What follows belongs to an exercise in optimizing a design on an open flow for small area, a short achievable clock period and few clock cycles; a production flow would make more cautious choices.
The RTL was checked by simulation tests, not by an equivalence proof against the original design.

==> flow/design.v, too long to show whole: its modules and the start of the top module <==
// module qcrl_sine_rom: 268 lines
// module qcrl_ctrl: 32 lines
// module qcrl_gain_unit: 438 lines
// module qcrl_mix_mul: 365 lines
// module qcrl_phase_error: 418 lines
// module qcrl_avg_update: 205 lines
// module qcrl_freq_sum: 139 lines
// module qcrl_add3_32: 74 lines
// module qpsk_carrier_recovery_loop: 523 lines
module qpsk_carrier_recovery_loop
#(
    parameter int SAMPLE_WIDTH = 16
)
(
    input  logic                           clk,
    input  logic                           rst_n,
    input  logic                           in_valid,
    output logic                           in_stall,
    input  logic                           opcode,
    input  logic signed [SAMPLE_WIDTH-1:0] sample_re,
    input  logic signed [SAMPLE_WIDTH-1:0] sample_im,
    input  logic signed [SAMPLE_WIDTH-1:0] cosample_im,
    output logic                           out_valid,
    input  logic                           out_stall,
    output logic signed [SAMPLE_WIDTH-1:0] mixed_re,
    output logic signed [SAMPLE_WIDTH-1:0] mixed_im,
    output logic signed [31:0]             freq_estimate,
    output logic                           locked,
    output logic                           locked_once,
    input  logic                           cfg_write,
    input  logic [1:0]                     cfg_index,
    input  logic [31:0]                    cfg_data
);
  // ...
==> flow/run.sh <==
#!/bin/bash
# synth_recipe.tcl (not shown) runs the flow's synth.tcl, then flattens the netlist and writes it again
# the make line also repeats each setting of config.mk as NAME=value (left out here)
make -C /OpenROAD-flow-scripts/flow DESIGN_CONFIG=/design/flow/config.mk WORK_HOME=/design/flow/orfs CLKGATE_MAP_FILE= SYNTH_SCRIPT=/design/flow/synth_recipe.tcl finish
==> flow/config.mk <==
export PLATFORM = sky130hd
export DESIGN_NAME = qpsk_carrier_recovery_loop
export DESIGN_NICKNAME = qpsk_carrier_recovery_loop
export VERILOG_FILES = /design/flow/design.v
export SDC_FILE = /design/flow/constraint.sdc
export NUM_CORES = 4
export LEC_CHECK = 0
export CAP_MARGIN = 20
export CORE_MARGIN = 2
export CORE_UTILIZATION = 50
export PLACE_DENSITY = 0.7
export SETUP_SLACK_MARGIN = 5
export SLEW_MARGIN = 20
export SYNTH_MEMORY_MAX_BITS = 32768
==> flow/constraint.sdc <==
create_clock -name core_clock -period 12.0 [get_ports {clk}]
set_input_delay 2.4000 -clock core_clock [delete_from_list [all_inputs] [get_ports {clk}]]
set_output_delay 2.4000 -clock core_clock [all_outputs]
set_load 0.01 [all_outputs]
==> notes.md, run 1 <==
outcome=no timing/DRC/antenna violations; area of the multi-input gates=68,900 µm²; Cells after DPL=roughly 13k; Hold Crit Start=ab3[19]; Worst Hold End=mx_ab[19]; cell count along the critical path=8; Fin. Hold Viols=0; Final Worst Setup Slack=between 5000 and 6000 ps; Post-synth ARST share=31.53%; commonest cells after routing, fill and taps aside=inv_1 (1,358), nand2_1 (972), xnor2_1 (942); worst setup path startpoint=out_stall; TritonCTS clock tree=built; post-CTS resize count=8; met1 Use GR=42.51%; uppermost routed layer=met5; DP Worst Slack=4573 ps; Worst R2R Setup Slack=5190 ps; clock sink count=961; GR Util met2=47.87%; ys flop type=edfxtp_1; Critical Path Start Type=primary input; Post-Synth Adder-Cell Area=25.69%; Fillers=approximately 18k; crit-path max FO=52; first-pass GRT wire length=513.4 mm; Yosys cell types=just under 100; core area=207,300 µm²; clock skew=47.65 ps; top cells by count, synth=inv_1 (1,361), nand2_1 (974), xnor2_1 (943), fa_1 (844), ha_1 (790)
Testbench counts, summed over its fixed seeds: cycles 3,264.
==> run 2: changes to the inputs <==
--- a/flow/config.mk
+++ b/flow/config.mk
@@ -7,8 +7,8 @@
 export LEC_CHECK = 0
 export CAP_MARGIN = 20
 export CORE_MARGIN = 2
-export CORE_UTILIZATION = 50
-export PLACE_DENSITY = 0.7
+export CORE_UTILIZATION = 60
+export PLACE_DENSITY = 0.75
 export SETUP_SLACK_MARGIN = 5
 export SLEW_MARGIN = 20
 export SYNTH_MEMORY_MAX_BITS = 32768
==> run 2 against run 1 <==
Cell area fell by 0.43%. Clock-buffer cell count rose by 11. Critical path depth did not move. Sequential share of layout area rose by 0.10 points. Maximum frequency fell by 0.94%. Hold slack barely moved. Clock skew fell by 3.1 ps. Critical path type unchanged. Critical endpoint unchanged.
==> notes.md, run 2 <==
via count=85.56k (was 84.94k); TritonCTS clock tree=built (unchanged); Yosys cell types=99 (unchanged); Syn Area/Cell=9.437 µm² (unchanged); initial antenna violation count=21 (was 18); outcome=no timing/DRC/antenna violations (unchanged); Worst-Margin Slew=1158 ps (was 1107 ps); core area=172,100 µm² (was 207,300 µm²); Fin. Hold Viols=0 (unchanged); DRC violations left=0 (unchanged); Die Span X=420.8 µm (was 460.6 µm); Crit Path Class=in2out (unchanged); number of synthesized flops with an enable pin=658 (unchanged); commonest cells after routing, fill and taps aside=inv_1 (1,358), nand2_1 (971), xnor2_1 (942) (was inv_1 (1,358), nand2_1 (972), xnor2_1 (942)); PortBufs=155 (unchanged); CP Cell Sequence=clkdlybuf4s50_1 > and2_4 > buf_16 > inv_16 > nand2_1 > nand2_4 > inv_2 > clkdlybuf4s50_1 (was clkdlybuf4s50_1 > and2_2 > buf_12 > inv_12 > nand2_1 > nand2_4 > inv_1 > clkdlybuf4s50_1); cell with the most instances after synthesis=inv_1 (unchanged); placer's final routability congestion estimate=0.9905 (was 1.010); max reg flops=66 (unchanged); Total Routing Usage GR=36.63% (was 31.21%); clk root buf=clkbuf_16 (unchanged); layout cell share with drive strength beyond 1=5.364% (was 5.548%); hold buffers post-CTS=0 (unchanged); Period Utilization, post-route=57.50% (was 56.96%); Rows=152 (was 167); RR Startpoint=gsel[9] (was gsel[12]); Post-synth ARST share=31.53% (unchanged); worst reg2reg path depth=21 (was 22); Final Setup Violations=0 (unchanged); synth top area cells=edfxtp_1 (19%), fa_1 (16%), ha_1 (9.5%), xnor2_1 (7.9%), dfrtp_1 (6.8%) (unchanged); FMAX=0.1449 GHz (was 0.1463 GHz); hpwl dp=244.3 mm (was 251.1 mm); Post-Synthesis Cells=11.05k (unchanged); design area=111,500 µm² (was 111,900 µm²); area delta synth->final=6.908% (was 7.369%); Worst EP required=9600 ps (about the same); area share of the largest cell type after synthesis=18.95% (unchanged); vias in the first global route=83.41k (was 84.09k); Min-Delay Path Class=reg2reg (unchanged); CTS buffer count=110 (was 107); Worst R2R Setup Slack=5110 ps (was 5190 ps); CP peak stage delay=540 ps (was 590 ps); Buf+Inv Stages, Crit Path=5 (unchanged); instance area at placement=106,800 µm² (was 107,700 µm²); setup repair after global routing missed its margin=false (was true); CP top delay family=buffers and inverters (unchanged); drt first pass iters=10 (unchanged); Worst Hold End=mx_ab[25] (was mx_ab[19]); Yosys top cell by area=edfxtp_1 (unchanged); Reg clk slew, reported paths=60 ps (about the same); most used cell, CP=clkdlybuf4s50_1 (unchanged); arrival time at the worst endpoint=4500 ps (was 4440 ps); Via density=6.515 (was 6.231); r2r endpoint=dph3[31] (was gadd_a[32]); post-synthesis sequential area ratio=26.25% (unchanged); drt total wl=330.5 mm (was 335.5 mm); total negative slack=0 ps (unchanged); crit-path max FO=66 (was 52); Slew Limit Fails=0 (unchanged); initial core utilization=60.57% (was 50.30%); Slowest-stage cell, CP=clkdlybuf4s50_1 (unchanged); crit end category=output port (unchanged); min Tclk post-route=6901 ps (was 6835 ps); worst hold margin=417.4 ps (was 416.9 ps); first-pass GRT wire length=500.1 mm (was 513.4 mm); Die ar.=177,100 µm² (was 212,200 µm²); Routed wire per std cell=25.16 µm (was 24.61 µm); most common cell after layout, fill and taps aside=inv_1 (unchanged); slew margin rel.=22.53% (was 24.27%); worst setup path startpoint=out_stall (unchanged); ANT nets after route=0 (unchanged); Nets=12.44k (was 12.46k); Hold Crit Start=ab3[25] (was ab3[19]); Mapped Area=104,300 µm² (unchanged); post-synth net total=12.77k (unchanged); clock sink count=961 (unchanged); clock skew=44.56 ps (was 47.65 ps); pin count of the biggest net entering global routing=179 (was 113); drt initial violations=11.29k (was 9,864); GRT overflow=0 (unchanged); ys flop type=edfxtp_1 (unchanged); # Max-Cap Violations=0 (unchanged); Clock Path Buffers=3 (unchanged); I/O pin count=156 (unchanged); Critical Path Start Type=primary input (unchanged); synth warn=3 (unchanged); top cells by count, synth=inv_1 (1,361), nand2_1 (974), xnor2_1 (943), fa_1 (844), ha_1 (790) (unchanged); Clk Latency, worst-skew pair=790 ps (was 820 ps); Min-Delay Path Depth=0 (unchanged); #FFs+latches synth=961 (unchanged); H-Tree Depth=3 (unchanged); Die Ht=420.8 µm (was 460.6 µm)
[run 2: cell count changes in the layout (fill, tap and decap cells not counted), sizes merged, moves of 3 or more]
| cell | change |
|---|---|
| clkinv | -11 |
| bufinv | +3 |
| inv | +10 |
| clkinvlp | -7 |
| clkbuf | +14 |
| buf | -30 |
[run 2: worst max-delay path by stage]
stage / end / slack (ps) / cells after the start
5_1_grt: dph3[31] / 4940 / 23
6_report: in_stall / 5100 / 8
3_5_place_dp: in_stall / 4440 / 8
4_1_cts: in_stall / 5000 / 8
2_1_floorplan: in_stall / 5320 / 7
3_3_place_gp: in_stall / 4460 / 8
[run 2: stage by stage]
step                worst slack [ps]  cells  utilization [%]
floorplan                       5320  11050                -
global placement                4462  12860            62.08
detailed placement              4437  12860            62.08
CTS                             4998  13070            64.36
global route                    4938  13130            64.75
finish                          5100  13130            64.76
[run 2: repair_timing]
| item | in CTS | in global routing |
|---|---|---|
| cloned | 1 | 3 |
| endpoints found under the setup margin | 11 | 66 |
| buffers inserted | 2 | 50 |
| resized for setup | 14 | 31 |
[run 2: worst reg2reg max path, cell delays in order, from the launching register on]
cell and delay (ps):
edfxtp_1 810, buf_6 550, a221oi_1 250, xnor2_1 180
ha_1 300, inv_1 60, fa_1 590, fa_1 450
fa_1 520, inv_1 50, ha_1 320, a21o_1 230
a21o_1 180, a21o_1 190, a21o_1 180, a21oi_1 150
o21ai_0 170, a22o_1 270, o21a_1 260, or3_1 460
o31ai_4 290, xnor2_1 130
[run 2: cell families after synthesis]
group / Yosys count / synth area share (%)
flops: 961 / 26.25
compound gates: 2727 / 18.61
fa+ha+maj: 1634 / 25.69
simple gates: 2174 / 9.613
buf+inv: 2163 / 7.851
mux: 179 / 1.822
xor+xnor: 1210 / 10.17
[run 2: layout make-up]
class / count / area [µm²]
Multi-Input combinational cell: 7925 / 68880
Fill cell: 13850 / 60660
Sequential cell: 961 / 27370
Inverter: 1372 / 5171
Timing Repair Buffer: 346 / 3262
Clock buffer: 134 / 2985
Tap cell: 2310 / 2890
Clock inverter: 74 / 868.3
Antenna cell: 10 / 25.02
Timing Repair inverter: 1 / 8.758
[run 2: layer usage]
metal  global-route usage (%)  vias to the layer above  part of all wire [%]
li1                         -                    37740                     -
met1                    48.96                    41520                    39
met2                    56.29                     5084                    44
met3                    9.801                     1180                    12
met4                    15.55                       36                   5.4
met5                        0                        -                  0.13
==> run 3: changes to the inputs <==
--- a/flow/config.mk
+++ b/flow/config.mk
@@ -7,8 +7,11 @@
 export LEC_CHECK = 0
 export CAP_MARGIN = 20
 export CORE_MARGIN = 2
-export CORE_UTILIZATION = 60
-export PLACE_DENSITY = 0.75
+export CORE_UTILIZATION = 50
+export CTS_BUF_LIST = sky130_fd_sc_hd__clkbuf_8 sky130_fd_sc_hd__clkbuf_16
+export CTS_CLUSTER_DIAMETER = 80
+export CTS_CLUSTER_SIZE = 25
+export PLACE_DENSITY = 0.7
 export SETUP_SLACK_MARGIN = 5
 export SLEW_MARGIN = 20
 export SYNTH_MEMORY_MAX_BITS = 32768
==> run 3 against run 2 <==
Clock-buffer cell count fell by 58. Critical path depth unchanged. Global-route usage down 5.5 points. Die area rose by 20%. Wire length is 1.0% higher. Sequential share of layout area is 0.10 points higher. Cell count up 3.3%. Utilization down 11 points.
==> notes.md, run 3 <==
crit end category=output port (unchanged); ANT nets after route=0 (unchanged); DRC violations left=0 (unchanged); post-synthesis sequential area ratio=26.25% (unchanged); top cells by count, synth=inv_1 (1,361), nand2_1 (974), xnor2_1 (943), fa_1 (844), ha_1 (790) (unchanged); clock sink count=961 (unchanged); placer's final routability congestion estimate=1.010 (was 0.9905); Hold Crit Start=ab3[1] (was ab3[25]); commonest cells after routing, fill and taps aside=inv_1 (1,365), nand2_1 (971), xnor2_1 (942) (was inv_1 (1,358), nand2_1 (971), xnor2_1 (942)); Post-synth ARST share=31.53% (unchanged); Worst EP required=9600 ps (about the same); Period Utilization, post-route=57.04% (was 57.50%); Post-Synthesis Cells=11.05k (unchanged); Die Ht=460.6 µm (was 420.8 µm); min Tclk post-route=6845 ps (was 6901 ps); outcome=no timing/DRC/antenna violations (unchanged); Mapped Area=104,300 µm² (unchanged); H-Tree Depth=3 (unchanged); synth top area cells=edfxtp_1 (19%), fa_1 (16%), ha_1 (9.5%), xnor2_1 (7.9%), dfrtp_1 (6.8%) (unchanged); drt first pass iters=10 (unchanged); Post-Synth Adder-Cell Area=25.69% (unchanged); Post-Synth XOR/XNOR Area=10.17% (unchanged); Clock Path Buffers=3 (unchanged); worst setup path startpoint=out_stall (unchanged); pin count of the biggest net entering global routing=113 (was 179); post-layout util=53.55% (was 64.76%); Final Setup Violations=0 (unchanged); Critical Path Start Type=primary input (unchanged); crit-path max FO=52 (was 66); Compound-Gate Fraction of Synth Area=18.61% (unchanged); max reg flops=66 (unchanged); setup repair after global routing missed its margin=true (was false); Total Routing Usage GR=31.10% (was 36.63%); via count=84.50k (was 85.56k); #FFs+latches synth=961 (unchanged); Reg clk slew, reported paths=90 ps (was 60 ps); simple-gate portion of the synthesized area=9.613% (unchanged); drt total wl=333.8 mm (was 330.5 mm); Syn Area/Cell=9.437 µm² (unchanged); clock skew=57.43 ps (was 44.56 ps); Die ar.=212,200 µm² (was 177,100 µm²); core area=207,300 µm² (was 172,100 µm²); initial core utilization=50.30% (was 60.57%); Min-Delay Path Class=reg2reg (unchanged); largest family of logic cells by synthesized area=adder cells (unchanged); most common cell after layout, fill and taps aside=inv_1 (unchanged); clk root buf=clkbuf_16 (unchanged); Slew Limit Fails=0 (unchanged); FMAX=0.1461 GHz (was 0.1449 GHz); RR Startpoint=gsel[7] (was gsel[9]); area delta synth->final=6.476% (was 6.908%); Fin. Hold Viols=0 (unchanged); layout cell share with drive strength beyond 1=5.154% (was 5.364%); drt initial violations=9,814 (was 11.29k); total negative slack=0 ps (unchanged); Clk Latency, worst-skew pair=770 ps (was 790 ps); Crit Path Class=in2out (unchanged); slew margin rel.=22.56% (was 22.53%); arrival time at the worst endpoint=4440 ps (was 4500 ps); first-pass GRT wire length=511.6 mm (was 500.1 mm); I/O pin count=156 (unchanged); synth warn=3 (unchanged); vias in the first global route=83.66k (was 83.41k); instance area at placement=107,700 µm² (was 106,800 µm²); GRT overflow=0 (unchanged); Nets=12.43k (was 12.44k); Rows=167 (was 152); CTS buffer count=72 (was 110); TritonCTS clock tree=built (unchanged); design area=111,000 µm² (was 111,500 µm²); post-synth net total=12.77k (unchanged); Yosys cell types=99 (unchanged); Via density=6.230 (was 6.515); # Max-Cap Violations=0 (unchanged); cell with the most instances after synthesis=inv_1 (unchanged); Die Span X=460.6 µm (was 420.8 µm); Worst-Margin Slew=1153 ps (was 1158 ps); mux contribution to synthesized area=1.822% (unchanged); Yosys top cell by area=edfxtp_1 (unchanged); worst hold margin=425.9 ps (was 417.4 ps); Routed wire per std cell=24.61 µm (was 25.16 µm); PortBufs=155 (unchanged); ys flop type=edfxtp_1 (unchanged); hpwl dp=251.1 mm (was 244.3 mm); initial antenna violation count=20 (was 21); number of synthesized flops with an enable pin=658 (unchanged); area share of the largest cell type after synthesis=18.95% (unchanged)
-- run 3: cell counts after synthesis --
No cell type changed its count.
-- run 3: worst paths after layout --
kind	endpoint	slack, ps	cells after the start
worst min register to register	mx_ab[1]	430	0
worst min-delay path	mx_ab[1]	430	0
worst max-delay path	in_stall	5160	8
worst max register to register	gadd_a[32]	5210	23
max in group asynchronous	phase_reg[2]	8000	3
min in group asynchronous	alpha3_reg[23]	1680	1
-- run 3: final cells by class --
| type | count | area [µm²] |
|---|---|---|
| Antenna cell | 8 | 20.02 |
| Clock buffer | 76 | 1891 |
| Clock inverter | 57 | 812.0 |
| Fill cell | 18550 | 96270 |
| Inverter | 1372 | 5175 |
| Multi-Input combinational cell | 7924 | 68900 |
| Sequential cell | 961 | 27370 |
| Tap cell | 2788 | 3488 |
| Timing Repair Buffer | 378 | 3356 |
-- run 3: metal layers --
layer / vias up / global-route usage (%) / share of wire, % / routed length [µm]
li1: 37680 / - / - / -
met1: 41740 / 42.44 / 41 / 137900
met2: 4267 / 47.85 / 44 / 147500
met3: 785 / 8.072 / 11 / 35570
met4: 24 / 10.69 / 3.8 / 12650
met5: - / 0 / 0.068 / 228
-- run 3: cells by family after synthesis --
group / after synthesis
muxes: 179
adders and majority gates: 1634
and+or+nand+nor: 2174
xor gates and xnor gates: 1210
DFF: 961
buffers and inverters: 2163
AOI/OAI and AO/OA: 2727
-- run 3: worst max-delay path, stage by stage --
cell             delay [ps]
clkdlybuf4s50_1         460
and2_2                  160
buf_12                  230
inv_12                  160
nand2_1                 150
nand2_4                 130
inv_1                   100
clkdlybuf4s50_1         590
-- run 3: repair_timing --
action	in CTS	in global routing
gates resized for setup	8	25
buffers inserted	0	55
setup endpoints to repair	24	62
endpoints found under the hold margin	0	0
hold buffers	0	0
-- run 3: metrics by stage --
stage	worst slack, ps	std cells
6_report	5155	13560
5_1_grt	4980	13560
4_1_cts	4974	13500
3_5_place_dp	4573	13370
3_3_place_gp	4607	13370
2_1_floorplan	5320	11050
==> run 4: changes to the inputs <==
--- a/flow/config.mk
+++ b/flow/config.mk
@@ -5,7 +5,7 @@
 export SDC_FILE = /design/flow/constraint.sdc
 export NUM_CORES = 4
 export LEC_CHECK = 0
-export CAP_MARGIN = 20
+export CAP_MARGIN = 10
 export CORE_MARGIN = 2
 export CORE_UTILIZATION = 50
 export CTS_BUF_LIST = sky130_fd_sc_hd__clkbuf_8 sky130_fd_sc_hd__clkbuf_16
@@ -13,5 +13,5 @@
 export CTS_CLUSTER_SIZE = 25
 export PLACE_DENSITY = 0.7
 export SETUP_SLACK_MARGIN = 5
-export SLEW_MARGIN = 20
+export SLEW_MARGIN = 10
 export SYNTH_MEMORY_MAX_BITS = 32768
==> run 4 against run 3 <==
Setup slack got worse by 9.2 ps. Utilization down 0.074 points. Maximum frequency fell by 0.13%. Die area did not move. Synthesized area is the same. Still clean on timing, DRC and antenna. Wire length fell by 0.13%. Critical path depth unchanged. Synthesized cell count did not move. Clock skew is 20 ps lower.
==> notes.md, run 4 <==
slew margin rel.=20.55% (was 22.56%); Post-Synth Adder-Cell Area=25.69% (unchanged); commonest cells after routing, fill and taps aside=inv_1 (1,364), nand2_1 (971), xnor2_1 (942) (was inv_1 (1,365), nand2_1 (971), xnor2_1 (942)); GRT overflow=0 (unchanged); PortBufs=155 (unchanged); Clock Path Buffers=3 (unchanged); arrival time at the worst endpoint=4450 ps (was 4440 ps); Clk Latency, worst-skew pair=760 ps (was 770 ps); Reg clk slew, reported paths=90 ps (about the same); Critical Path Start Type=primary input (unchanged); r2r endpoint=gadd_a[30] (was gadd_a[32]); Rows=167 (unchanged); Syn Area/Cell=9.437 µm² (unchanged); largest family of logic cells by synthesized area=adder cells (unchanged); core area=207,300 µm² (unchanged); CTS buffer count=72 (unchanged); crit end category=output port (unchanged); Slew Limit Fails=0 (unchanged); Yosys cell types=99 (unchanged); Die Ht=460.6 µm (unchanged); Post-Synth XOR/XNOR Area=10.17% (unchanged); min Tclk post-route=6854 ps (was 6845 ps); Worst R2R Setup Slack=5230 ps (was 5210 ps); post-synth net total=12.77k (unchanged); Min-Delay Path Class=reg2reg (unchanged); pin count of the biggest net entering global routing=113 (unchanged); RR Startpoint=gsel[2] (was gsel[7]); clock skew=37.79 ps (was 57.43 ps); first-pass GRT wire length=511.1 mm (was 511.6 mm); drt first pass iters=9 (was 10); DRC violations left=0 (unchanged); Post-synth ARST share=31.53% (unchanged); Hold Crit Start=ab3[25] (was ab3[1]); H-Tree Depth=3 (unchanged); mux contribution to synthesized area=1.822% (unchanged); Routed wire per std cell=24.62 µm (was 24.61 µm); top cells by count, synth=inv_1 (1,361), nand2_1 (974), xnor2_1 (943), fa_1 (844), ha_1 (790) (unchanged); Die Span X=460.6 µm (unchanged); area share of the largest cell type after synthesis=18.95% (unchanged); Via density=6.222 (was 6.230); Worst Hold End=mx_ab[25] (was mx_ab[1]); Nets=12.41k (was 12.43k); TritonCTS clock tree=built (unchanged); Worst EP required=9600 ps (about the same); via count=84.26k (was 84.50k); simple-gate portion of the synthesized area=9.613% (unchanged); clk root buf=clkbuf_16 (unchanged); Final Setup Violations=0 (unchanged); placer's final routability congestion estimate=1.010 (unchanged); ANT nets after route=0 (unchanged); setup repair after global routing missed its margin=false (was true); most common cell after layout, fill and taps aside=inv_1 (unchanged); Fin. Hold Viols=0 (unchanged); Min-Delay Path Depth=0 (unchanged); initial antenna violation count=24 (was 20); synth top area cells=edfxtp_1 (19%), fa_1 (16%), ha_1 (9.5%), xnor2_1 (7.9%), dfrtp_1 (6.8%) (unchanged); max reg flops=66 (unchanged); post-synthesis sequential area ratio=26.25% (unchanged); Worst-Margin Slew=1187 ps (was 1153 ps); #FFs+latches synth=961 (unchanged); Crit Path Class=in2out (unchanged); drt initial violations=9,474 (was 9,814); Post-Synthesis Cells=11.05k (unchanged); Compound-Gate Fraction of Synth Area=18.61% (unchanged); vias in the first global route=83.73k (was 83.66k); initial core utilization=50.30% (unchanged); outcome=no timing/DRC/antenna violations (unchanged); total negative slack=0 ps (unchanged); hold buffers post-CTS=0 (unchanged); Die ar.=212,200 µm² (unchanged); cell with the most instances after synthesis=inv_1 (unchanged); worst reg2reg path depth=22 (was 23); Period Utilization, post-route=57.12% (was 57.04%); drt total wl=333.4 mm (was 333.8 mm); FMAX=0.1459 GHz (was 0.1461 GHz); hpwl dp=251.1 mm (about the same); ys flop type=edfxtp_1 (unchanged); Yosys top cell by area=edfxtp_1 (unchanged); clock sink count=961 (unchanged); I/O pin count=156 (unchanged); Total Routing Usage GR=31.06% (was 31.10%); area delta synth->final=6.328% (was 6.476%); number of synthesized flops with an enable pin=658 (unchanged); layout cell share with drive strength beyond 1=4.941% (was 5.154%); synth warn=3 (unchanged); Mapped Area=104,300 µm² (unchanged); crit-path max FO=52 (unchanged); worst setup path startpoint=out_stall (unchanged); # Max-Cap Violations=0 (unchanged)
[run 4: cell counts after synthesis]
No cell type changed its count.
[run 4: critical path, cell delays in order]
cell             delay (ps)
clkdlybuf4s50_1         460
and2_2                  170
buf_12                  240
inv_12                  160
nand2_1                 150
nand2_4                 140
inv_1                   110
clkdlybuf4s50_1         590
[run 4: per-stage QoR]
stage / hold slack, ps / util (%) / worst slack (ps) / std cells / cell area [µm²]
2_1_floorplan: 400.3 / - / 5320 / 11050 / 104300
6_report: 415.3 / 53.48 / 5146 / 13540 / 110900
3_5_place_dp: 404.5 / 51.93 / 4572 / 13370 / 107600
5_1_grt: 434.9 / 53.48 / 4989 / 13540 / 110800
4_1_cts: 423.9 / 53.25 / 4998 / 13500 / 110400
3_3_place_gp: 400.7 / 51.93 / 4607 / 13370 / 107600
[run 4: layer usage]
metal / wire (µm) / GRT usage [%] / vias up
met5: 124 / 0 / -
met4: 13110 / 11.11 / 18
met3: 36700 / 8.279 / 785
met2: 146700 / 47.62 / 4334
met1: 136700 / 42.23 / 41490
li1: - / - / 37630
[run 4: kinds of logic after synthesis]
| logic type | count (synthesis) |
|---|---|
| flip-flops | 961 |
| multiplexers | 179 |
| adder cells (fa/ha/maj) | 1634 |
| AO/OA/AOI/OAI | 2727 |
| XOR/XNOR | 1210 |
| AND/OR/NAND/NOR | 2174 |
| buffers and inverters | 2163 |
[run 4: what timing repair did]
action / 4_1_cts / 5_1_grt
buffers inserted: 0 / 35
gates resized for setup: 8 / 26
pin swaps: 0 / 0
endpoints found under the hold margin: 0 / 0
setup endpoints to repair: 17 / 62
[run 4: area by class of cell]
type / count / area, µm²
repair buffers: 358 / 3209
well taps: 2788 / 3488
multi-input cells: 7924 / 68890
diodes: 6 / 15.01
flip-flops and latches: 961 / 27370
clock buffers: 73 / 1827
clock inverters: 59 / 884.6
inverters: 1372 / 5175
fillers: 18570 / 96430
[run 4: worst max path at each step]
stage | end | cells past startpoint
after floorplan | in_stall | 7
after global placement | gadd_a[32] | 23
after detailed placement | gadd_a[32] | 23
after CTS | gadd_a[32] | 22
after global routing | ira5[30] | 22
final | in_stall | 8
==> run 5: changes to the inputs <==
--- a/flow/config.mk
+++ b/flow/config.mk
@@ -8,9 +8,9 @@
 export CAP_MARGIN = 10
 export CORE_MARGIN = 2
 export CORE_UTILIZATION = 50
-export CTS_BUF_LIST = sky130_fd_sc_hd__clkbuf_8 sky130_fd_sc_hd__clkbuf_16
-export CTS_CLUSTER_DIAMETER = 80
-export CTS_CLUSTER_SIZE = 25
+export CTS_BUF_LIST = sky130_fd_sc_hd__clkbuf_16
+export CTS_CLUSTER_DIAMETER = 100
+export CTS_CLUSTER_SIZE = 30
 export PLACE_DENSITY = 0.7
 export SETUP_SLACK_MARGIN = 5
 export SLEW_MARGIN = 10
==> run 5 against run 4 <==
Still clean on timing, DRC and antenna. Wire length is 0.31% lower. Cell count is 0.25% lower. Critical path depth stayed put. Critical endpoint unchanged.
==> notes.md, run 5 <==
Via density=6.210 (was 6.222); largest family of logic cells by synthesized area=adder cells (unchanged); clk root buf=clkbuf_16 (unchanged); initial core utilization=50.30% (unchanged); crit-path max FO=52 (unchanged); crit end category=output port (unchanged); Fin. Hold Viols=0 (unchanged); worst hold margin=426.7 ps (was 415.3 ps); mux contribution to synthesized area=1.822% (unchanged); # Max-Cap Violations=0 (unchanged); H-Tree Depth=2 (was 3); drt total wl=332.3 mm (was 333.4 mm); Critical Path Start Type=primary input (unchanged); first-pass GRT wire length=509.5 mm (was 511.1 mm); placer's final routability congestion estimate=1.010 (unchanged); layout cell share with drive strength beyond 1=4.639% (was 4.941%); Worst-Margin Slew=1193 ps (was 1187 ps); I/O pin count=156 (unchanged); Routed wire per std cell=24.61 µm (was 24.62 µm); Syn Area/Cell=9.437 µm² (unchanged); pin count of the biggest net entering global routing=113 (unchanged); area delta synth->final=5.625% (was 6.328%); number of synthesized flops with an enable pin=658 (unchanged); Slew Limit Fails=0 (unchanged); core area=207,300 µm² (unchanged); CTS buffer count=52 (was 72); min Tclk post-route=6851 ps (was 6854 ps); #FFs+latches synth=961 (unchanged); clock skew=54.35 ps (was 37.79 ps); drt initial violations=9,724 (was 9,474); DRC violations left=0 (unchanged); Post-Synth Adder-Cell Area=25.69% (unchanged); simple-gate portion of the synthesized area=9.613% (unchanged); max reg flops=66 (unchanged); top cells by count, synth=inv_1 (1,361), nand2_1 (974), xnor2_1 (943), fa_1 (844), ha_1 (790) (unchanged); ys flop type=edfxtp_1 (unchanged); Final Worst Setup Slack=5149 ps (was 5146 ps); arrival time at the worst endpoint=4450 ps (about the same); Worst EP required=9600 ps (about the same); Post-synth ARST share=31.53% (unchanged); TritonCTS clock tree=built (unchanged); Die Span X=460.6 µm (unchanged); post-synth net total=12.77k (unchanged); Die ar.=212,200 µm² (unchanged); synth top area cells=edfxtp_1 (19%), fa_1 (16%), ha_1 (9.5%), xnor2_1 (7.9%), dfrtp_1 (6.8%) (unchanged); Period Utilization, post-route=57.09% (was 57.12%); GRT overflow=0 (unchanged); Final Setup Violations=0 (unchanged); commonest cells after routing, fill and taps aside=inv_1 (1,364), nand2_1 (972), xnor2_1 (942) (was inv_1 (1,364), nand2_1 (971), xnor2_1 (942)); cell with the most instances after synthesis=inv_1 (unchanged); instance area at placement=107,600 µm² (unchanged); via count=83.88k (was 84.26k); Mapped Area=104,300 µm² (unchanged); drt first pass iters=8 (was 9); Post-Synth XOR/XNOR Area=10.17% (unchanged); design area=110,100 µm² (was 110,900 µm²); Die Ht=460.6 µm (unchanged); hold buffers post-CTS=0 (unchanged); Yosys top cell by area=edfxtp_1 (unchanged); Clk Latency, worst-skew pair=760 ps (about the same); Total Routing Usage GR=30.92% (was 31.06%); vias in the first global route=83.40k (was 83.73k); setup repair after global routing missed its margin=false (unchanged); Reg clk slew, reported paths=90 ps (about the same); ANT nets after route=0 (unchanged); total negative slack=0 ps (unchanged); hpwl dp=251.1 mm (unchanged); post-layout util=53.13% (was 53.48%); Clock Path Buffers=3 (unchanged); clock sink count=961 (unchanged); FMAX=0.1460 GHz (was 0.1459 GHz); most common cell after layout, fill and taps aside=inv_1 (unchanged); initial antenna violation count=23 (was 24); area share of the largest cell type after synthesis=18.95% (unchanged); synth warn=3 (unchanged); PortBufs=155 (unchanged); Rows=167 (unchanged); Yosys cell types=99 (unchanged); Compound-Gate Fraction of Synth Area=18.61% (unchanged); post-synthesis sequential area ratio=26.25% (unchanged); Min-Delay Path Class=reg2reg (unchanged); Post-Synthesis Cells=11.05k (unchanged); Crit Path Class=in2out (unchanged); slew margin rel.=20.12% (was 20.55%); Nets=12.39k (was 12.41k); outcome=no timing/DRC/antenna violations (unchanged); DP Worst Slack=4572 ps (unchanged)
==> run 5: timing repair <==
action	4_1_cts	5_1_grt
endpoints found under the hold margin	0	0
pin swaps	0	0
cloned	0	0
gates resized for setup	7	24
setup endpoints to repair	17	62
buffers inserted	0	38
==> run 5: path summary, 6_finish.rpt <==
path	start	end	slack (ps)	cells past startpoint
setup / recovery	out_stall	in_stall	5150	8
hold / removal	ab3[29]	mx_ab[29]	430	0
setup reg to reg	gsel[12]	gadd_a[30]	5190	22
hold reg to reg	ab3[29]	mx_ab[29]	430	0
max in group asynchronous	rst_n	freq_reg[3]	8100	3
min in group asynchronous	rst_n	beta_reg[20]	1620	1
==> run 5: cell families after synthesis <==
logic type,Yosys count
DFF,961
AOI/OAI and AO/OA,2727
and+or+nand+nor,2174
adders and majority gates,1634
buffers and inverters,2163
xor gates and xnor gates,1210
muxes,179
==> run 5: critical path: stages <==
cell	delay, ps
clkdlybuf4s50_1	460
and2_2	170
buf_12	240
inv_12	160
nand2_1	150
nand2_4	130
inv_1	100
clkdlybuf4s50_1	590
==> run 5: layer usage <==
layer	wire [µm]	share of wire, %	GRT usage (%)
met5	288	0.087	0
met2	146500	44	47.54
met1	137600	41	42.21
met4	13070	3.9	10.72
met3	34890	10	7.996
==> run 5: area by class of cell <==
cell class / instances / area [µm²]
fillers: 18640 / 97160
multi-input cells: 7924 / 68890
flip-flops and latches: 961 / 27370
inverters: 1372 / 5175
well taps: 2788 / 3488
repair buffers: 361 / 3237
clock buffers: 54 / 1351
clock inverters: 41 / 594.3
diodes: 6 / 15.01
==> run 5: through the flow <==
step	std cells
2_1_floorplan	11050
3_3_place_gp	13370
3_5_place_dp	13370
4_1_cts	13460
5_1_grt	13500
6_report	13510
==> module qpsk_carrier_recovery_loop, before the edit <==
module qpsk_carrier_recovery_loop
#(
    parameter int SAMPLE_WIDTH = 16
)
(
    input  logic                           clk,
    input  logic                           rst_n,
    input  logic                           in_valid,
    output logic                           in_stall,
    input  logic                           opcode,
    input  logic signed [SAMPLE_WIDTH-1:0] sample_re,
    input  logic signed [SAMPLE_WIDTH-1:0] sample_im,
    input  logic signed [SAMPLE_WIDTH-1:0] cosample_im,
    output logic                           out_valid,
    input  logic                           out_stall,
    output logic signed [SAMPLE_WIDTH-1:0] mixed_re,
    output logic signed [SAMPLE_WIDTH-1:0] mixed_im,
    output logic signed [31:0]             freq_estimate,
    output logic                           locked,
    output logic                           locked_once,
    input  logic                           cfg_write,
    input  logic [1:0]                     cfg_index,
    input  logic [31:0]                    cfg_data
);
    function automatic logic [4:0] booth8(input logic [3:0] b);
        logic c1, c0, cm, neg;
        neg = b[3] & ~(b[2] & b[1] & b[0]);
        c1 = b[2] ^ b[3];
        c0 = b[1] ^ b[3];
        cm = b[0] ^ b[3];
        booth8 = {neg,
                  c1 & c0 & cm,
                  c1 & (c0 ^ cm),
                  (~c1 & c0 & cm) | (c1 & ~c0 & ~cm),
                  ~c1 & (c0 ^ cm)};
    endfunction
    function automatic logic [29:0] booth8x6(input logic [18:0] x);
        logic [4:0] d;
        booth8x6 = '0;
        for (int j = 0; j < 6; j++)
        begin
            d = booth8(x[3*j +: 4]);
            booth8x6[j] = d[0];
            booth8x6[6 + j] = d[1];
            booth8x6[12 + j] = d[2];
            booth8x6[18 + j] = d[3];
            booth8x6[24 + j] = d[4];
        end
    endfunction
    function automatic logic [26:0] booth4x9(input logic [15:0] m);
        logic [18:0] x;
        x = {2'b00, m, 1'b0};
        booth4x9 = '0;
        for (int j = 0; j < 9; j++)
        begin
            booth4x9[j] = x[2*j+1] ^ x[2*j];
            booth4x9[9 + j] = (x[2*j+2] & ~x[2*j+1] & ~x[2*j]) | (~x[2*j+2] & x[2*j+1] & x[2*j]);
            booth4x9[18 + j] = x[2*j+2] & ~(x[2*j+1] & x[2*j]);
        end
    endfunction
    logic [31:0] alpha_reg, beta_reg;
    logic [29:0] limit_reg;           
    logic        oqpsk_reg;
    logic [33:0] alpha3_reg, beta3_reg;
    always_ff @(posedge clk or negedge rst_n)
    begin
        if (!rst_n)
        begin
            alpha_reg <= '0;
            beta_reg <= '0;
            limit_reg <= FREQ_LIMIT_RESET;
            oqpsk_reg <= 1'b0;
        end
        else if (cfg_write)
        begin
            case (cfg_index)
                CFG_ALPHA: alpha_reg <= cfg_data;
                CFG_BETA:  beta_reg <= cfg_data;
                CFG_LIMIT: limit_reg <= (cfg_data[30:0] > ONE_RAD_UNITS) ? ONE_RAD_UNITS[29:0]
                                                                          : cfg_data[29:0];
                default:   oqpsk_reg <= cfg_data[0];
            endcase
        end
    end
    logic [33:0] cfg3;
    assign cfg3 = {2'b00, cfg_data} + {1'b0, cfg_data, 1'b0};
    always_ff @(posedge clk or negedge rst_n)
    begin
        if (!rst_n)
        begin
            alpha3_reg <= '0;
            beta3_reg <= '0;
        end
        else if (cfg_write && cfg_index == CFG_ALPHA)
            alpha3_reg <= cfg3;
        else if (cfg_write && cfg_index == CFG_BETA)
            beta3_reg <= cfg3;
    end
    logic [31:0]        phase_reg;
    logic               phase_pend;       
    logic signed [31:0] freq_reg, freq_prev;    
    logic [30:0]        avg_reg;
    logic               lock_reg, seen_reg, sweep_down_reg;
    logic adv;
    logic v0, v1, v2, v3, v4, v5, v6;
    logic o0, o1, o2, o3, o4, o5, o6;      
    logic hz, mv0, s0_free, go1;
    logic u1, u2, u3, u4, u5, m3, m4, m5;
    assign hz = v1 && (o1 == o0);
    assign go1 = v0 && !hz;
    assign mv0 = go1 && adv;
    assign s0_free = !v0 || mv0;
    assign in_stall = !s0_free;
    assign u1 = v1 && (o1 == OPC_UPDATE);
    assign u2 = v2 && (o2 == OPC_UPDATE);
    assign u3 = v3 && (o3 == OPC_UPDATE);
    assign u4 = v4 && (o4 == OPC_UPDATE);
    assign u5 = v5 && (o5 == OPC_UPDATE);
    assign m3 = v3 && (o3 == OPC_MIX);
    assign m4 = v4 && (o4 == OPC_MIX);
    assign m5 = v5 && (o5 == OPC_MIX);
    always_ff @(posedge clk or negedge rst_n)
    begin
        if (!rst_n)
        begin
            v0 <= 1'b0;
            v1 <= 1'b0;
            v2 <= 1'b0;
            v3 <= 1'b0;
            v4 <= 1'b0;
            v5 <= 1'b0;
            v6 <= 1'b0;
        end
        else
        begin
            if (s0_free)
                v0 <= in_valid;
            if (adv)
            begin
                v1 <= go1;
                v2 <= v1;
                v3 <= v2;
                v4 <= v3;
                v5 <= v4;
                v6 <= v5;
            end
        end
    end
    logic [15:0] a0, b0;
    logic        tcn0, tan0, xn0, zn0;
    logic [15:0] xp0, z0;
    logic [5:1]  kh0, khn0;
    logic        in_a_small, in_c_small, in_a_neg, in_c_neg, in_a_zero, in_c_zero, in_xn, in_zn;
    logic [2:0]  in_ka, in_kc, in_k;
    logic [15:0] in_tc, in_ta, in_x, in_zmag;
    assign in_a_neg = sample_re[15];
    assign in_c_neg = cosample_im[15];
    assign in_a_zero = (sample_re == 16'sd0);
    assign in_c_zero = (cosample_im == 16'sd0);
    assign in_a_small = (sample_re >= -16'sd5) && (sample_re <= 16'sd5);
    assign in_c_small = (cosample_im >= -16'sd5) && (cosample_im <= 16'sd5);
    assign in_ka = in_a_neg ? (3'd0 - sample_re[2:0]) : sample_re[2:0];
    assign in_kc = in_c_neg ? (3'd0 - cosample_im[2:0]) : cosample_im[2:0];
    assign in_k = in_a_small ? in_ka : (in_c_small ? in_kc : 3'd0);
    assign in_tc = in_a_zero ? 16'd0 : (cosample_im ^ {16{in_a_neg}});
    assign in_ta = in_c_zero ? 16'd0 : (sample_re ^ {16{!in_c_neg}});
    assign in_x = in_a_small ? cosample_im : sample_re;
    assign in_xn = in_a_small ? !in_a_neg : in_c_neg;
    always_comb
    begin
        case (in_kc)
            3'd1:    in_zmag = 16'd7812 * {13'd0, in_ka};
            3'd2:    in_zmag = 16'd1179 * {13'd0, in_ka};
            3'd3:    in_zmag = 16'd162 * {13'd0, in_ka};
            3'd4:    in_zmag = 16'd22 * {13'd0, in_ka};
            3'd5:    in_zmag = 16'd3 * {13'd0, in_ka};
            default: in_zmag = 16'd0;
        endcase
    end
    assign in_zn = in_a_small && in_c_small && (in_a_neg ^ in_c_neg);
    always_ff @(posedge clk)
    begin
        if (s0_free)
        begin
            o0 <= opcode;
            a0 <= (opcode == OPC_UPDATE) ? in_tc : sample_re;
            b0 <= (opcode == OPC_UPDATE) ? in_ta : sample_im;
            tcn0 <= in_a_neg && !in_a_zero;
            tan0 <= !in_c_neg && !in_c_zero;
            xp0 <= in_x ^ {16{in_xn}};
            xn0 <= in_xn;
            for (int k = 1; k <= 5; k++)
            begin
                kh0[k] <= (in_k == 3'(k));
                khn0[k] <= (in_k != 3'(k));
            end
            z0 <= (in_a_small && in_c_small) ? (in_zmag ^ {16{in_zn}}) : 16'd0;
            zn0 <= in_zn;
        end
    end
    logic signed [30:0] e0;
    qcrl_phase_error u_err (
        .tc  (a0),
        .tcn (tcn0),
        .ta  (b0),
        .tan (tan0),
        .xp  (xp0),
        .xn  (xn0),
        .kh  (kh0),
        .khn (khn0),
        .z   (z0),
        .zn  (zn0),
        .e   (e0)
    );
    logic [30:0] e1;       
    logic        en1;      
    logic [31:0] ab1, ab3;    
    always_ff @(posedge clk)
    begin
        if (adv)
        begin
            o1 <= o0;
            e1 <= e0;
            en1 <= e0[30];
            ab1 <= {a0, b0};
        end
    end
    assign gcin = u1 && !en1;
    logic [29:0]        gsel;
    logic               gcin;
    logic signed [32:0] gadd_a, gadd_b;
    logic [31:0]        dph3;         
    logic [32:0]        dfr3;         
    logic signed [49:0] ga_sum, gb_sum;
    always_ff @(posedge clk)
    begin
        if (adv)
        begin
            if (go1 && o0 == OPC_UPDATE)
            begin
                gsel <= booth8x6({e0[14], e0[14], e0[14], e0[14:0], 1'b0});
                gadd_a <= 33'(32'd1 << 30) - 33'd1;
                gadd_b <= 33'(32'd1 << 30) - 33'd1;
            end
            else if (u1)
            begin
                gsel <= booth8x6({en1, en1, e1[30:14]});
                gadd_a <= ga_sum[47:15];
                gadd_b <= gb_sum[47:15];
            end
            else
            begin
                gsel <= '0;
                gadd_a <= '0;
                gadd_b <= '0;
            end
        end
    end
    qcrl_gain_unit u_ga (
        .m      (alpha_reg),
        .m3     (alpha3_reg),
        .s1     (gsel[5:0]),
        .s2     (gsel[11:6]),
        .s3     (gsel[17:12]),
        .s4     (gsel[23:18]),
        .ng     (gsel[29:24]),
        .addend (gadd_a),
        .cin    (gcin),
        .sum    (ga_sum)
    );
    qcrl_gain_unit u_gb (
        .m      (beta_reg),
        .m3     (beta3_reg),
        .s1     (gsel[5:0]),
        .s2     (gsel[11:6]),
        .s3     (gsel[17:12]),
        .s4     (gsel[23:18]),
        .ng     (gsel[29:24]),
        .addend (gadd_b),
        .cin    (gcin),
        .sum    (gb_sum)
    );
    always_ff @(posedge clk)
    begin
        if (adv)
        begin
            o2 <= o1;
            o3 <= o2;
            ab3 <= avd2;
            dph3 <= ga_sum[47:16];
            dfr3 <= gb_sum[48:16];
        end
    end
    logic [31:0] avd2;      
    always_ff @(posedge clk)
    begin
        if (adv)
            avd2 <= (o1 == OPC_UPDATE) ? ({e1 ^ {31{en1}}, 1'b0} + {30'd0, en1, 1'b0} - {1'b0, avg_reg})
                                       : ab1;
    end
    logic [30:0] avg_new;
    logic        avg_lo_reg, avg_hi_reg;     
    qcrl_avg_update u_avg (
        .avg      (avg_reg),
        .d        (avd2),
        .avg_next (avg_new)
    );
    always_ff @(posedge clk or negedge rst_n)
    begin
        if (!rst_n)
        begin
            avg_reg <= AVG_RESET;
            avg_lo_reg <= 1'b0;
            avg_hi_reg <= 1'b1;
        end
        else if (adv && u2)
        begin
            avg_reg <= avg_new;
            avg_lo_reg <= avg_new < LOCK_ON_Q16;
            avg_hi_reg <= avg_new > LOCK_OFF_Q16;
        end
    end
    logic lock_next;
    assign lock_next = (!lock_reg && avg_lo_reg) ? 1'b1 :
                       (lock_reg && avg_hi_reg) ? 1'b0 : lock_reg;
    always_ff @(posedge clk or negedge rst_n)
    begin
        if (!rst_n)
        begin
            lock_reg <= 1'b0;
            seen_reg <= 1'b0;
        end
        else if (adv && u3)
        begin
            lock_reg <= lock_next;
            if (lock_next)
                seen_reg <= 1'b1;
        end
    end
    logic signed [33:0] f0, f04;
    logic signed [33:0] lim_s;
    logic               f_ge, f_gt, f_le, f_lt;
    logic signed [31:0] f_new;
    qcrl_freq_sum u_fsum (
        .freq       (freq_reg),
        .dfr        (dfr3),
        .sweep_on   (!lock_next),
        .sweep_down (sweep_down_reg),
        .f          (f0)
    );
    assign lim_s = $signed({4'd0, oqpsk_reg ? {1'b0, limit_reg[29:1]} : limit_reg});
    assign f_ge = f04 >= lim_s;
    assign f_gt = f04 > lim_s;
    assign f_le = f04 <= -lim_s;
    assign f_lt = f04 < -lim_s;
    assign f_new = f_gt ? 32'(lim_s) : (f_lt ? 32'(-lim_s) : f04[31:0]);
    always_ff @(posedge clk or negedge rst_n)
    begin
        if (!rst_n)
        begin
            freq_reg <= '0;
            freq_prev <= '0;
            sweep_down_reg <= 1'b0;
        end
        else if (adv && u4)
        begin
            freq_reg <= f_new;
            freq_prev <= freq_reg;
            if (f_ge)
                sweep_down_reg <= 1'b1;
            else if (f_le)
                sweep_down_reg <= 1'b0;
        end
    end
    logic [31:0] phase_sum;
    qcrl_add3_32 u_padd (
        .phase (phase_reg),
        .a     (u3 ? dph3 : 32'd0),
        .b     (phase_pend ? freq_reg : 32'd0),
        .p     (phase_sum)
    );
    always_ff @(posedge clk or negedge rst_n)
    begin
        if (!rst_n)
        begin
            phase_reg <= '0;
            phase_pend <= 1'b0;
        end
        else if (adv)
        begin
            phase_reg <= phase_sum;
            phase_pend <= m3;
        end
    end
    logic [7:0]  r4;
    logic [8:0]  rom_addr;
    logic [15:0] rom_data;
    logic [26:0] rom_booth;
    assign rom_addr = m4 ? (9'd256 - {1'b0, r4}) : {1'b0, phase_reg[29:22]};
    qcrl_sine_rom u_rom (
        .addr (rom_addr),
        .data (rom_data)
    );
    assign rom_booth = booth4x9(rom_data);
    logic [31:0]        fo6;
    logic               lk4, lk5, lk6, sn4, sn5, sn6;
    logic [1:0]         qd4, qd5, qd6;
    logic [31:0]        mx_ab;
    logic [8:0]         mx_one, mx_two, mx_neg1, mx_neg2;
    always_ff @(posedge clk)
    begin
        if (adv)
        begin
            o4 <= o3;
            f04 <= f0;
            lk4 <= (o3 == OPC_UPDATE) ? lock_next : lock_reg;
            sn4 <= seen_reg || ((o3 == OPC_UPDATE) && lock_next);
            qd4 <= phase_reg[31:30];
            r4 <= phase_reg[29:22];
            if (m3)
                mx_ab <= ab3;
            mx_one <= rom_booth[8:0];
            mx_two <= rom_booth[17:9];
            mx_neg1 <= m3 ? ~rom_booth[26:18] : rom_booth[26:18];
            mx_neg2 <= rom_booth[26:18];
        end
    end
    logic signed [33:0] mx_add1, mx_add2, mx_p1, mx_p2;
    logic signed [31:0] nra5, ira5;     
    assign mx_add1 = m5 ? 34'(ira5) : 34'sd16384;
    assign mx_add2 = m5 ? 34'(nra5) : 34'sd16384;
    qcrl_mix_mul u_mul1 (
        .a   (mx_ab[31:16]),
        .one (mx_one),
        .two (mx_two),
        .neg (mx_neg1),
        .add (mx_add1),
        .p   (mx_p1)
    );
    qcrl_mix_mul u_mul2 (
        .a   (mx_ab[15:0]),
        .one (mx_one),
        .two (mx_two),
        .neg (mx_neg2),
        .add (mx_add2),
        .p   (mx_p2)
    );
    logic signed [17:0] wp6, wq6;
    logic               zp6, zq6;
    always_ff @(posedge clk)
    begin
        if (adv)
        begin
            o5 <= o4;
            lk5 <= lk4;
            sn5 <= sn4;
            if (m4)
            begin
                nra5 <= mx_p1[31:0];
                ira5 <= mx_p2[31:0];
            end
            qd5 <= qd4;
            o6 <= o5;
            lk6 <= lk5;
            sn6 <= sn5;
            qd6 <= qd5;
            wp6 <= mx_p1[32:15];
            wq6 <= mx_p2[32:15];
            zp6 <= (mx_p1[14:0] == 15'd0);
            zq6 <= (mx_p2[14:0] == 15'd0);
        end
    end
    logic signed [15:0] re_r, im_r;
    logic signed [15:0] re_s, im_s;
    function automatic logic signed [15:0] sat16(input logic signed [18:0] v);
        if (v > 19'sd32767)
            sat16 = 16'sd32767;
        else if (v < -19'sd32768)
            sat16 = -16'sd32768;
        else
            sat16 = v[15:0];
    endfunction
    logic        cp, cq, re_p, re_n, im_p, im_n;
    logic [17:0] re_k, im_k;
    logic        re_c, im_c;
    logic [18:0] re_t, im_t;
    assign cp = zp6 && (wp6[17] || wp6 == 18'd0);
    assign cq = zq6 && (wq6[17] || wq6 == 18'd0);
    assign re_p = !qd6[0];                   
    assign re_n = qd6[1];                    
    assign im_p = qd6[0];                    
    assign im_n = qd6[0] ^ qd6[1];           
    assign re_k = re_p ? wp6 : wq6;
    assign re_c = re_p ? cp : cq;
    assign im_k = im_p ? wp6 : wq6;
    assign im_c = im_p ? cp : cq;
    assign re_t = ({re_k[17], re_k} ^ {19{re_n}})
                + (re_n ? {17'd0, re_c, !re_c} : {19{re_c}});
    assign im_t = ({im_k[17], im_k} ^ {19{im_n}})
                + (im_n ? {17'd0, im_c, !im_c} : {19{im_c}});
    assign re_r = sat16(re_t);
    assign im_r = sat16(im_t);
    assign re_s = (o6 == OPC_UPDATE) ? 16'sd0 : re_r;
    assign im_s = (o6 == OPC_UPDATE) ? 16'sd0 : im_r;
    logic [65:0] res6, out_data;
    assign fo6 = (o6 == OPC_MIX && u5) ? freq_prev : freq_reg;
    assign res6 = {re_s, im_s, fo6, lk6, sn6};
    qcrl_ctrl #(.W(66)) u_out (
        .clk       (clk),
        .rst_n     (rst_n),
        .new_valid (v6),
        .new_data  (res6),
        .advance   (adv),
        .out_valid (out_valid),
        .out_stall (out_stall),
        .out_data  (out_data)
    );
    assign mixed_re = out_data[65:50];
    assign mixed_im = out_data[49:34];
    assign freq_estimate = out_data[33:2];
    assign locked = out_data[1];
    assign locked_once = out_data[0];
endmodule
==> run 6: changes to the inputs <==
--- a/flow/design.v
+++ b/flow/design.v
@@ -2308,11 +2308,16 @@
         .f          (f0)
     );
     assign lim_s = $signed({4'd0, oqpsk_reg ? {1'b0, limit_reg[29:1]} : limit_reg});
-    assign f_ge = f04 >= lim_s;
-    assign f_gt = f04 > lim_s;
-    assign f_le = f04 <= -lim_s;
-    assign f_lt = f04 < -lim_s;
-    assign f_new = f_gt ? 32'(lim_s) : (f_lt ? 32'(-lim_s) : f04[31:0]);
+    logic signed [34:0] f_ml, f_pl;
+    logic signed [31:0] nlim;
+    assign f_ml = {f04[33], f04} - {1'b0, lim_s};
+    assign f_pl = {f04[33], f04} + {1'b0, lim_s};
+    assign nlim = 32'd0 - lim_s[31:0];
+    assign f_ge = !f_ml[34];
+    assign f_gt = !f_ml[34] && (f_ml != 35'sd0);
+    assign f_lt = f_pl[34];
+    assign f_le = f_pl[34] || (f_pl == 35'sd0);
+    assign f_new = f_gt ? 32'(lim_s) : (f_lt ? nlim : f04[31:0]);
     always_ff @(posedge clk or negedge rst_n)
     begin
         if (!rst_n)
==> flow/config.mk (replaced) <==
export PLATFORM = sky130hd
export DESIGN_NAME = qpsk_carrier_recovery_loop
export DESIGN_NICKNAME = qpsk_carrier_recovery_loop
export VERILOG_FILES = /design/flow/design.v
export SDC_FILE = /design/flow/constraint.sdc
export NUM_CORES = 4
export LEC_CHECK = 0
export CAP_MARGIN = 20
export CORE_MARGIN = 2
export CORE_UTILIZATION = 50
export PLACE_DENSITY = 0.7
export SETUP_SLACK_MARGIN = 5
export SLEW_MARGIN = 20
export SYNTH_MEMORY_MAX_BITS = 32768
==> run 6 against run 5 <==
Non-clock buffer count increased by 7. Highest routed layer unchanged. Setup slack got worse by 34 ps. Clock-buffer cell count is 77 higher. Clock skew up 3.8 ps. Critical path depth stayed put. Sequential cell count stayed put. Die area rose by 1.6%. Still clean on timing, DRC and antenna. Hold slack lost 12 ps.
==> notes.md, run 6 <==
outcome=no timing/DRC/antenna violations (unchanged); worst reg2reg path depth=23 (was 22); total area of sequential cells=27,370 µm² (about the same); Post-Synth Adder-Cell Area=25.28% (was 25.69%); area of the multi-input gates=70,660 µm² (was 68,890 µm²); arrival time at the worst endpoint=4490 ps (was 4450 ps); Slowest-stage cell, CP=clkdlybuf4s50_1 (unchanged); r2r endpoint=gadd_b[32] (was gadd_a[30]); #FFs+latches synth=961 (unchanged); Critical Path Start Type=primary input (unchanged); vias in the first global route=85.72k (was 83.40k); drt total wl=348.9 mm (was 332.3 mm); Routed wire per std cell=25.04 µm (was 24.61 µm); FMAX=0.1452 GHz (was 0.1460 GHz); Worst-Margin Slew=1180 ps (was 1193 ps); hpwl dp=261.4 mm (was 251.1 mm); pin count of the biggest net entering global routing=149 (was 113); Worst Hold End=mx_ab[1] (was mx_ab[29]); drt initial violations=11.26k (was 9,724); # Max-Cap Violations=0 (unchanged); Post-Synth XOR/XNOR Area=10.03% (was 10.17%); initial core utilization=50.40% (was 50.30%); Syn Area/Cell=9.312 µm² (was 9.437 µm²); setup repair after global routing missed its margin=true (was false); most used cell, CP=clkdlybuf4s50_1 (unchanged); Min-Delay Path Class=reg2reg (unchanged); Fillers=18.68k (was 18.64k); clk root buf=clkbuf_16 (unchanged); Die Ht=464.3 µm (was 460.6 µm); max reg flops=66 (unchanged); Nets=12.75k (was 12.39k); Yosys cell types=98 (was 99); Final Worst Setup Slack=5115 ps (was 5149 ps); DRC violations left=0 (unchanged); Slew Limit Fails=0 (unchanged); min Tclk post-route=6885 ps (was 6851 ps); clock skew=58.13 ps (was 54.35 ps); CTS buffer count=108 (was 52); CP top delay family=buffers and inverters (unchanged); CP Cell Sequence=clkdlybuf4s50_1 > and2_2 > buf_8 > inv_8 > nand2_1 > nand2_4 > inv_1 > clkdlybuf4s50_1 (was clkdlybuf4s50_1 > and2_2 > buf_12 > inv_12 > nand2_1 > nand2_4 > inv_1 > clkdlybuf4s50_1); H-Tree Depth=3 (was 2); largest family of logic cells by synthesized area=adder cells (unchanged); Final Setup Violations=0 (unchanged); mux contribution to synthesized area=2.061% (was 1.822%); area delta synth->final=7.334% (was 5.625%); core area=210,200 µm² (was 207,300 µm²); TritonCTS clock tree=built (unchanged); GRT overflow=0 (unchanged); Worst R2R Setup Slack=5150 ps (was 5190 ps); Worst EP required=9600 ps (about the same); Reg clk slew, reported paths=60 ps (was 90 ps); Post-synth ARST share=31.53% (unchanged); top cells by count, synth=inv_1 (1,342), nand2_1 (1,001), xnor2_1 (957), fa_1 (846), ha_1 (787) (was inv_1 (1,361), nand2_1 (974), xnor2_1 (943), fa_1 (844), ha_1 (790)); drt first pass iters=11 (was 8); synth top area cells=edfxtp_1 (19%), fa_1 (16%), ha_1 (9.3%), xnor2_1 (7.9%), dfrtp_1 (6.7%) (was edfxtp_1 (19%), fa_1 (16%), ha_1 (9.5%), xnor2_1 (7.9%), dfrtp_1 (6.8%)); Die ar.=215,600 µm² (was 212,200 µm²); ys flop type=edfxtp_1 (unchanged); number of synthesized flops with an enable pin=658 (unchanged); Compound-Gate Fraction of Synth Area=18.79% (was 18.61%); crit end category=output port (unchanged); first-pass GRT wire length=530.9 mm (was 509.5 mm); CP peak stage delay=520 ps (was 590 ps); Yosys top cell by area=edfxtp_1 (unchanged); Clk Latency, worst-skew pair=800 ps (was 760 ps); Fin. Hold Viols=0 (unchanged); DP Worst Slack=4219 ps (was 4572 ps); Buf+Inv Stages, Crit Path=5 (unchanged); Crit Path Class=in2out (unchanged); Rows=168 (was 167); Hold Crit Start=ab3[1] (was ab3[29]); ANT nets after route=0 (unchanged); Period Utilization, post-route=57.38% (was 57.09%); post-synth net total=13.10k (was 12.77k); total negative slack=0 ps (unchanged); area share of the largest cell type after synthesis=18.65% (was 18.95%); post-synthesis sequential area ratio=25.83% (was 26.25%); layout cell share with drive strength beyond 1=5.756% (was 4.639%); PortBufs=155 (unchanged); cell with the most instances after synthesis=inv_1 (unchanged); initial antenna violation count=10 (was 23); commonest cells after routing, fill and taps aside=inv_1 (1,340), nand2_1 (998), xnor2_1 (955) (was inv_1 (1,364), nand2_1 (972), xnor2_1 (942)); via count=87.53k (was 83.88k); I/O pin count=156 (unchanged); Clock Path Buffers=3 (unchanged); most common cell after layout, fill and taps aside=inv_1 (unchanged); Mapped Area=105,900 µm² (was 104,300 µm²); placer's final routability congestion estimate=0.9905 (was 1.010); synth warn=3 (unchanged); Die Span X=464.3 µm (was 460.6 µm); Cells after DPL=13.66k (was 13.37k); Min-Delay Path Depth=0 (unchanged); Post-Synthesis Cells=11.38k (was 11.05k); RR Startpoint=gsel[14] (was gsel[12]); Total Routing Usage GR=31.64% (was 30.92%); simple-gate portion of the synthesized area=10.23% (was 9.613%); clock sink count=961 (unchanged); fin cells=13.93k (was 13.51k); Via density=6.283 (was 6.210); crit-path max FO=53 (was 52); slew margin rel.=21.06% (was 20.12%)
-- run 6: layer usage --
layer | share of wire [%] | up-vias | GRT usage (%)
li1 | - | 38930 | -
met1 | 41 | 42780 | 42.93
met2 | 44 | 4859 | 49.13
met3 | 11 | 952 | 7.518
met4 | 4.5 | 12 | 11.79
met5 | 0.054 | - | 0
-- run 6: stage by stage --
| step | utilization (%) | cell area (µm²) | hold WS, ps |
|---|---|---|---|
| 2_1_floorplan | - | 106000 | 400.3 |
| 3_3_place_gp | 51.94 | 109200 | 402.9 |
| 3_5_place_dp | 51.94 | 109200 | 404.5 |
| 4_1_cts | 53.71 | 112900 | 409.0 |
| 5_1_grt | 54.09 | 113700 | 424.5 |
| 6_report | 54.10 | 113700 | 414.7 |
-- run 6: timing repair --
action / CTS / global route
hold buffers: 0 / 0
resized for setup: 16 / 59
setup buffers: 3 / 51
setup endpoints to repair: 52 / 49
pin swaps: 1 / 9
-- run 6: logic make-up after synthesis --
kind of cell	count (synthesis)
AOI/OAI and AO/OA	2840
xor gates and xnor gates	1213
adders and majority gates	1633
buffers and inverters	2181
DFF	961
muxes	204
and+or+nand+nor	2345
-- run 6: area by class of cell --
cell class                 count  area share (%)
tap                         2805           3.086
inverter                    1352           4.472
antenna                        8         0.01761
timing repair buffer         368           3.014
sequential                   961           24.07
clock inverter                72          0.6646
clock buffer                 131           2.535
multi-input combinational   8235           62.14
-- run 6: worst register-to-register path: stages (launching register included) --
cell and delay (ps):
edfxtp_1 350, buf_6 300, buf_6 390, a22o_1 190
a221oi_1 50, xnor2_1 320, fa_1 490, fa_1 580
inv_1 80, fa_1 500, inv_1 60, fa_1 400
ha_1 380, nand4_1 140, nor4_2 290, o211ai_1 280
a2111oi_4 410, buf_4 190, o21ai_4 90, or4_1 520
o211ai_1 150, a21oi_1 140, xnor2_1 160, and2_1 170
-- run 6: how the worst max path moves through the flow --
| stage | startpoint | endpoint | cells after the start |
|---|---|---|---|
| detailed placement | gsel[14] | gadd_b[32] | 23 |
| global route | gsel[14] | gadd_b[32] | 23 |
| floorplan | out_stall | in_stall | 7 |
| finish | out_stall | in_stall | 8 |
| CTS | gsel[12] | gadd_b[32] | 22 |
| global placement | gsel[14] | gadd_b[32] | 23 |
Testbench counts of run 6, summed over its fixed seeds: cycles 3,264.

[separate check: timing with driven ports]
No port has a modelled driver above. Below, the same layouts with a new extraction and two added sets of constraints. Step 1, drivers: a clkbuf_16 drives clk and a buf_2 each remaining input, both assumed. Step 2 times the ports against the registers' clock, not the clock port: input delays grow and output delays shrink by t, the midpoint of the rising clock arrivals with the driver on. a / b / c = ideal / step 1 / step 2; a / b = the first two.
run	t, ns	setup WS [ns]	worst setup path at the end	clock arrival spread, ns	worst register clock-pin slew, ns
run 1	0.875	5.165 / 5.130 / 5.041	input to register	0.065 / 0.065	0.08 / 0.08
run 2	0.860	5.100 / 5.066 / 4.959	input to register	0.052 / 0.052	0.07 / 0.07
run 3	0.839	5.155 / 5.119 / 5.077	input to register	0.060 / 0.060	0.10 / 0.10
run 4	0.837	5.146 / 5.118 / 5.020	input to register	0.048 / 0.049	0.10 / 0.10
run 5	0.828	5.149 / 5.121 / 5.055	input to register	0.062 / 0.062	0.12 / 0.12
run 6	0.855	5.115 / 5.092 / 4.790	input to register	0.062 / 0.062	0.07 / 0.07
After both steps every run listed still meets setup and hold. The setup slack of run 6, which loses most, moves by -0.023 ns with the drivers and by -0.325 ns with both steps.
